Source: an optimization exercise on an open RTL-to-GDS flow (aim: small area, a short achievable clock period and few clock cycles per item). Production flows keep margins and buffers that such runs may drop. At most, simulation tests tie the RTL to the original design; equivalence was not proved.

Setup of P:
Design rgb_hsv_color_gate, start of the top module:
module rgb_hsv_color_gate (
	input  logic        clk,
	input  logic        arst_n,
	input  logic        pix_valid,
	output logic        pix_ready,
	input  logic [7:0]  pix_red,
	input  logic [7:0]  pix_green,
	input  logic [7:0]  pix_blue,
	input  logic        pix_last_of_cloud,
	output logic        hsv_valid,
	input  logic        hsv_ready,
	output logic [11:0] hsv_hue,
	output logic [11:0] hsv_saturation,
	output logic [7:0]  hsv_brightness,
	output logic        hsv_keep,
	output logic        hsv_last_out,
	input  logic        cfg_en,
	input  logic [1:0]  cfg_index,
	input  logic [7:0]  cfg_data
);
	logic [7:0] lim_hmin, lim_hmax, lim_smin, lim_smax;
	always_ff @(posedge clk or negedge arst_n) begin
		if (!arst_n) begin
			lim_hmin <= 8'd90;
			lim_hmax <= 8'd180;
			lim_smin <= 8'd40;
			lim_smax <= 8'd90;
		end else if (cfg_en) begin
			case (cfg_index)
				2'd0: lim_hmin <= cfg_data;
				2'd1: lim_hmax <= cfg_data;
				2'd2: lim_smin <= cfg_data;
				default: lim_smax <= cfg_data;
			endcase
		end
	end
	logic adv;   
	logic [6:0] vld;   
	assign adv = hsv_ready || !vld[6];
  ...
Size: about 2500 cells after synthesis, roughly 350 flip-flops, roughly 76 I/O pins, ~24000 µm² of cells after synthesis.
clock: 5.5 ns
lec_check: 0
cap_margin: 20
core_margin: 2
core_utilization: 40
place_density: 0.6
slew_margin: 20
standard.sh (not shown) runs the stock make flow with config.mk's settings and CLKGATE_MAP_FILE= SYNTH_SCRIPT=/design/flow/synth_recipe.tcl, a recipe that flattens the netlist after the stock synthesis.
==> flow/flow/run.sh <==
#!/bin/bash
# Standard layout, except that synthesis leaves adders to ABC instead of mapping
# them onto the library's full/half adder cells.
set -euo pipefail
export ADDER_MAP_FILE=
bash standard.sh synth > synth.log 2>&1
bash standard.sh > layout.log 2>&1
P went all the way through synthesis, placement and routing and the layout is clean on timing, DRC and antenna.
Setup changes, P to Q
==> flow/flow/run.sh <==
#!/bin/bash
# The standard layout (standard.sh), except that synthesis leaves adders and
# comparators to ABC instead of mapping them onto the library's full/half adder
# cells (ADDER_MAP_FILE empty skips ORFS's extract_fa/techmap adder step).
# Each step's full output goes to its own log in this folder.
set -euo pipefail
export ADDER_MAP_FILE=
bash standard.sh synth > synth.log 2>&1
bash standard.sh floorplan > floorplan.log 2>&1
bash standard.sh place > place.log 2>&1
bash standard.sh cts > cts.log 2>&1
bash standard.sh route > route.log 2>&1
bash standard.sh finish > finish.log 2>&1
--- a/flow/config.mk
+++ b/flow/config.mk
@@ -7,2 +7,3 @@
 export LEC_CHECK = 0
+export ABC_AREA = 1
 export CAP_MARGIN = 20
### Flow results
- For P, the most common cell after layout, fill and taps aside was sky130_fd_sc_hd__edfxtp_1, unlike Q, where it was sky130_fd_sc_hd__nand2_1.
- Of P and Q, Q shows the lower width of the die, with P above it.
- Beginning of the critical path: d_q2[2] -> P, pix_green[3] -> Q
- Looking at number of tap instances across P and Q, the one that comes out lower is Q.
- Where worst-case hold slack is concerned, P is outperformed by Q.
For R, these inputs were changed with respect to Q:
==> flow/run.sh (new file) <==
#!/bin/bash
# synth_recipe.tcl (not shown) runs the flow's synth.tcl, then flattens the netlist and writes it again
# the make line also repeats each setting of config.mk as NAME=value (left out here)
make -C /OpenROAD-flow-scripts/flow DESIGN_CONFIG=/design/flow/config.mk WORK_HOME=/design/flow/orfs CLKGATE_MAP_FILE= SYNTH_SCRIPT=/design/flow/synth_recipe.tcl finish
removed: flow/flow/run.sh
removed: flow/standard.sh
### Flow results
R ran to completion and came out clean on the timing, DRC and antenna checks. Q: PASS, flow complete, no timing, DRC or antenna violations. Comparing Q and R, the higher sequential share of cell area is on Q. Relative to Q, the post-synth net total measured on R has decreased by a few percent. [compare] base=Q new=R: via count of the routed design now smaller; buffers inserted during post-CTS setup optimization was more or less identical.
Function was not checked in any run of this note: the RTL went through the layout flow alone.

* * *

rgb_hsv_color_gate, a different RTL version from the one above (not shown whole).
Size in the first run: about 2400 cells after synthesis, roughly 76 I/O pins, roughly 19000 sq um of cells after synthesis.
Settings: LEC_CHECK=0, ABC_AREA=1, CAP_MARGIN=20, CORE_MARGIN=2, CORE_UTILIZATION=40, PLACE_DENSITY=0.6, SETUP_SLACK_MARGIN=2.3, SLEW_MARGIN=20; clock period 5.5 ns.
==> flow/flow/run.sh <==
#!/bin/bash
# The standard layout (standard.sh) with two synthesis changes:
#  - ADDER_MAP_FILE is empty, so adders and comparators are left to ABC instead of
#    being mapped onto the library's full/half adder cells;
#  - ABC runs flow/abc_area.script (ABC_AREA is 1 in config.mk), from a copy of
#    ORFS's scripts folder that differs from it only in that file.
# Each step's full output goes to its own log in this folder.
set -euo pipefail
W=$(pwd)
rm -rf "$W/orfs_scripts"
cp -r "$FLOW_HOME/scripts" "$W/orfs_scripts"
cp "$W/flow/abc_area.script" "$W/orfs_scripts/abc_area.script"
export ADDER_MAP_FILE=

S="SCRIPTS_DIR=$W/orfs_scripts"
bash standard.sh "$S" synth > synth.log 2>&1
bash standard.sh "$S" floorplan > floorplan.log 2>&1
bash standard.sh "$S" place > place.log 2>&1
bash standard.sh "$S" cts > cts.log 2>&1
bash standard.sh "$S" route > route.log 2>&1
bash standard.sh "$S" finish > finish.log 2>&1
==> flow/flow/abc_area.script <==
strash
&get -n
&deepsyn -T 20
&put
dch -f
map -B 0.9
topo
stime -c
buffer -c
upsize -c
dnsize -c
Testbench counts at the start, summed over its fixed seeds: cycles 12,056, items 12,000.
Rerun with:
==> flow/flow/run.sh (replaced) <==
#!/bin/bash
# The standard layout (standard.sh), except that synthesis leaves adders and
# comparators to ABC instead of mapping them onto the library's full/half adder
# cells (ADDER_MAP_FILE empty skips ORFS's extract_fa/techmap adder step).
# Each step's full output goes to its own log in this folder.
set -euo pipefail
export ADDER_MAP_FILE=
# ports get a plain buf_2 instead of the delay buffer buffer_ports picks by default
export BUFFER_PORTS_ARGS="-buffer_cell sky130_fd_sc_hd__buf_2"
bash standard.sh synth > synth.log 2>&1
bash standard.sh floorplan > floorplan.log 2>&1
bash standard.sh place > place.log 2>&1
bash standard.sh cts > cts.log 2>&1
bash standard.sh route > route.log 2>&1
bash standard.sh finish > finish.log 2>&1
--- a/flow/config.mk
+++ b/flow/config.mk
@@ -10,4 +10,5 @@
 export CORE_MARGIN = 2
 export CORE_UTILIZATION = 40
+export CTS_BUF_LIST = sky130_fd_sc_hd__clkbuf_4 sky130_fd_sc_hd__clkbuf_8
 export PLACE_DENSITY = 0.6
 export SETUP_SLACK_MARGIN = 2.3
removed: flow/flow/abc_area.script
After rerunning:
- via count is higher by roughly a tenth
- cell count is higher by about a fifth
- maximum frequency is higher by well over a third
- clock-buffer cell count is higher by 40
- synthesized area is higher by a quarter to a third
- routed wire length is lower by roughly a tenth
Rerun with:
==> flow/flow/run.sh (replaced) <==
#!/bin/bash
# The standard layout (standard.sh) with two synthesis changes:
#  - ADDER_MAP_FILE is empty, so adders and comparators are left to ABC instead of
#    being mapped onto the library's full/half adder cells;
#  - ABC runs flow/abc_area.script (ABC_AREA is 1 in config.mk), from a copy of
#    ORFS's scripts folder that differs from it only in that file.
# Each step's full output goes to its own log in this folder.
set -euo pipefail
W=$(pwd)
rm -rf "$W/orfs_scripts"
cp -r "$FLOW_HOME/scripts" "$W/orfs_scripts"
cp "$W/flow/abc_area.script" "$W/orfs_scripts/abc_area.script"
export ADDER_MAP_FILE=

S="SCRIPTS_DIR=$W/orfs_scripts"
bash standard.sh "$S" synth > synth.log 2>&1
bash standard.sh "$S" floorplan > floorplan.log 2>&1
bash standard.sh "$S" place > place.log 2>&1
bash standard.sh "$S" cts > cts.log 2>&1
bash standard.sh "$S" route > route.log 2>&1
bash standard.sh "$S" finish > finish.log 2>&1
==> flow/flow/abc_area.script (new file) <==
strash
&get -n
&deepsyn -T 20
&put
dch -f
map -B 0.9
topo
stime -c
buffer -c
upsize -c
dnsize -c
--- a/flow/config.mk
+++ b/flow/config.mk
@@ -10,6 +10,5 @@
 export CORE_MARGIN = 2
 export CORE_UTILIZATION = 40
-export CTS_BUF_LIST = sky130_fd_sc_hd__clkbuf_4 sky130_fd_sc_hd__clkbuf_8
 export PLACE_DENSITY = 0.6
-export SETUP_SLACK_MARGIN = 2.3
+export SETUP_SLACK_MARGIN = 2.0
 export SLEW_MARGIN = 20
What happened: The changed run completed with no timing, DRC or antenna violations; global-route usage went up by 4.1 points; clock-buffer cell count came out lower by 42; worst setup slack got worse by 1500 ps.
Rerun with:
==> flow/flow/run.sh (replaced) <==
#!/bin/bash
# The standard layout (standard.sh), except that synthesis leaves adders and
# comparators to ABC instead of mapping them onto the library's full/half adder
# cells (ADDER_MAP_FILE empty skips ORFS's extract_fa/techmap adder step).
# Each step's full output goes to its own log in this folder.
set -euo pipefail
export ADDER_MAP_FILE=
bash standard.sh synth > synth.log 2>&1
bash standard.sh floorplan > floorplan.log 2>&1
bash standard.sh place > place.log 2>&1
bash standard.sh cts > cts.log 2>&1
bash standard.sh route > route.log 2>&1
bash standard.sh finish > finish.log 2>&1
--- a/flow/config.mk
+++ b/flow/config.mk
@@ -11,4 +11,4 @@
 export CORE_UTILIZATION = 40
 export PLACE_DENSITY = 0.6
-export SETUP_SLACK_MARGIN = 2.0
+export SETUP_SLACK_MARGIN = 2.3
 export SLEW_MARGIN = 20
removed: flow/flow/abc_area.script
First-iteration DRC count increases by 12%.
Hold slack got worse by 15 ps.
Cell count increases by about 22%.
Design area decreases by 2.1%.
Die area increases by about 23%.
Area after synthesis increases by 24%.

* * *

== build 60 ==
Another version of the RTL of rgb_hsv_color_gate (not shown whole).
For scale: ~3000 cells after synthesis, about 76 I/O pins, roughly 22000 um^2 of cells after synthesis.
clock: 5.5 ns
lec_check: 0
abc_area: 1
cap_margin: 20
core_margin: 2
core_utilization: 40
cts_buf_list: sky130_fd_sc_hd__clkbuf_4 sky130_fd_sc_hd__clkbuf_8
place_density: 0.75
setup_slack_margin: 2.3
slew_margin: 20
==> flow/flow/run.sh <==
#!/bin/bash
# The standard layout (standard.sh), except that synthesis leaves adders and
# comparators to ABC instead of mapping them onto the library's full/half adder
# cells (ADDER_MAP_FILE empty skips ORFS's extract_fa/techmap adder step).
# Each step's full output goes to its own log in this folder.
set -euo pipefail
export ADDER_MAP_FILE=
# ports get a plain buf_2 instead of the delay buffer buffer_ports picks by default
export BUFFER_PORTS_ARGS="-buffer_cell sky130_fd_sc_hd__buf_2"
bash standard.sh synth > synth.log 2>&1
bash standard.sh floorplan > floorplan.log 2>&1
bash standard.sh place > place.log 2>&1
bash standard.sh cts > cts.log 2>&1
bash standard.sh route > route.log 2>&1
bash standard.sh finish > finish.log 2>&1
Testbench counts of build 60, summed over its fixed seeds: cycles 12,056, items 12,000.
Modified inputs, build 89 compared to build 60
- PLACE_DENSITY now 0.6, was 0.75
### Flow results
Build 89: no failed stages, no open violations at the end. Diff build 60 -> build 89: register share of the cell area neither gained nor lost much. Build 89: global placement routability congestion about 3% below build 60. The final cell utilization of the core on build 89 is in line with that on build 60.
Modified inputs, build 86 compared to build 89
- changing SETUP_SLACK_MARGIN from 2.3 to 2.1
==> comparison <==
- Build 86 has completed all stages; timing, DRC and antenna checks passed.
- The total of clock buffers placed in the layout of build 86 exceeds that of build 89 by 5.1%.

separate check: timing with driven ports:
Ports are ideal in the flow. The routed layouts listed here were re-timed in OpenROAD.
Step 1, drivers: a clkbuf_16 drives clk and a buf_2 each remaining input, both assumed.
Step 2 moves the port delays by t, midway between the first and last clock arrival at a register: inputs arrive t later, outputs are due t later. That takes back most of the time a late clock gives input paths.
a / b / c = ideal ports / drivers / drivers and shift; a / b = the first two.
| run | t (ns) | slack for setup (ns) | worst hold slack (ns) | clock arrival spread, ns | worst slew at a driven data input, ns |
|---|---|---|---|---|---|
| P | 0.627 | 0.224 / 0.224 / -0.250 | 0.408 / 0.408 / 0.408 | 0.015 / 0.015 | 0.07 |
| Q | 0.598 | 1.187 / 1.220 / 0.622 | 0.415 / 0.415 / 0.415 | 0.020 / 0.020 | 0.05 |
| R | 0.604 | 0.462 / 0.462 / 0.135 | 0.405 / 0.405 / 0.405 | 0.025 / 0.024 | 0.04 |
| the first run of note 2 | 0.595 | 0.786 / 0.786 / 0.662 | 0.406 / 0.406 / 0.406 | 0.027 / 0.027 | 0.06 |
| the second run of note 2 | 0.715 | 2.357 / 2.357 / 1.739 | 0.402 / 0.402 / 0.402 | 0.066 / 0.065 | 0.03 |
| the third run of note 2 | 0.604 | 0.855 / 0.855 / 0.826 | 0.415 / 0.415 / 0.415 | 0.017 / 0.018 | 0.06 |
| the fourth run of note 2 | 0.624 | 2.312 / 2.344 / 1.720 | 0.399 / 0.399 / 0.399 | 0.048 / 0.048 | 0.04 |
| build 60 | 0.657 | 2.260 / 2.284 / 1.627 | 0.417 / 0.417 / 0.417 | 0.019 / 0.018 | 0.03 |
| build 89 | 0.694 | 2.430 / 2.406 / 1.774 | 0.408 / 0.408 / 0.408 | 0.042 / 0.041 | 0.04 |
| build 86 | 0.700 | 2.266 / 2.304 / 1.604 | 0.411 / 0.411 / 0.411 | 0.042 / 0.042 | 0.04 |
With both steps, setup timing fails in P, where it was met with ideal ports. The setup slack of build 86, which loses most, moves by +0.038 ns with the drivers and by -0.662 ns with both steps.
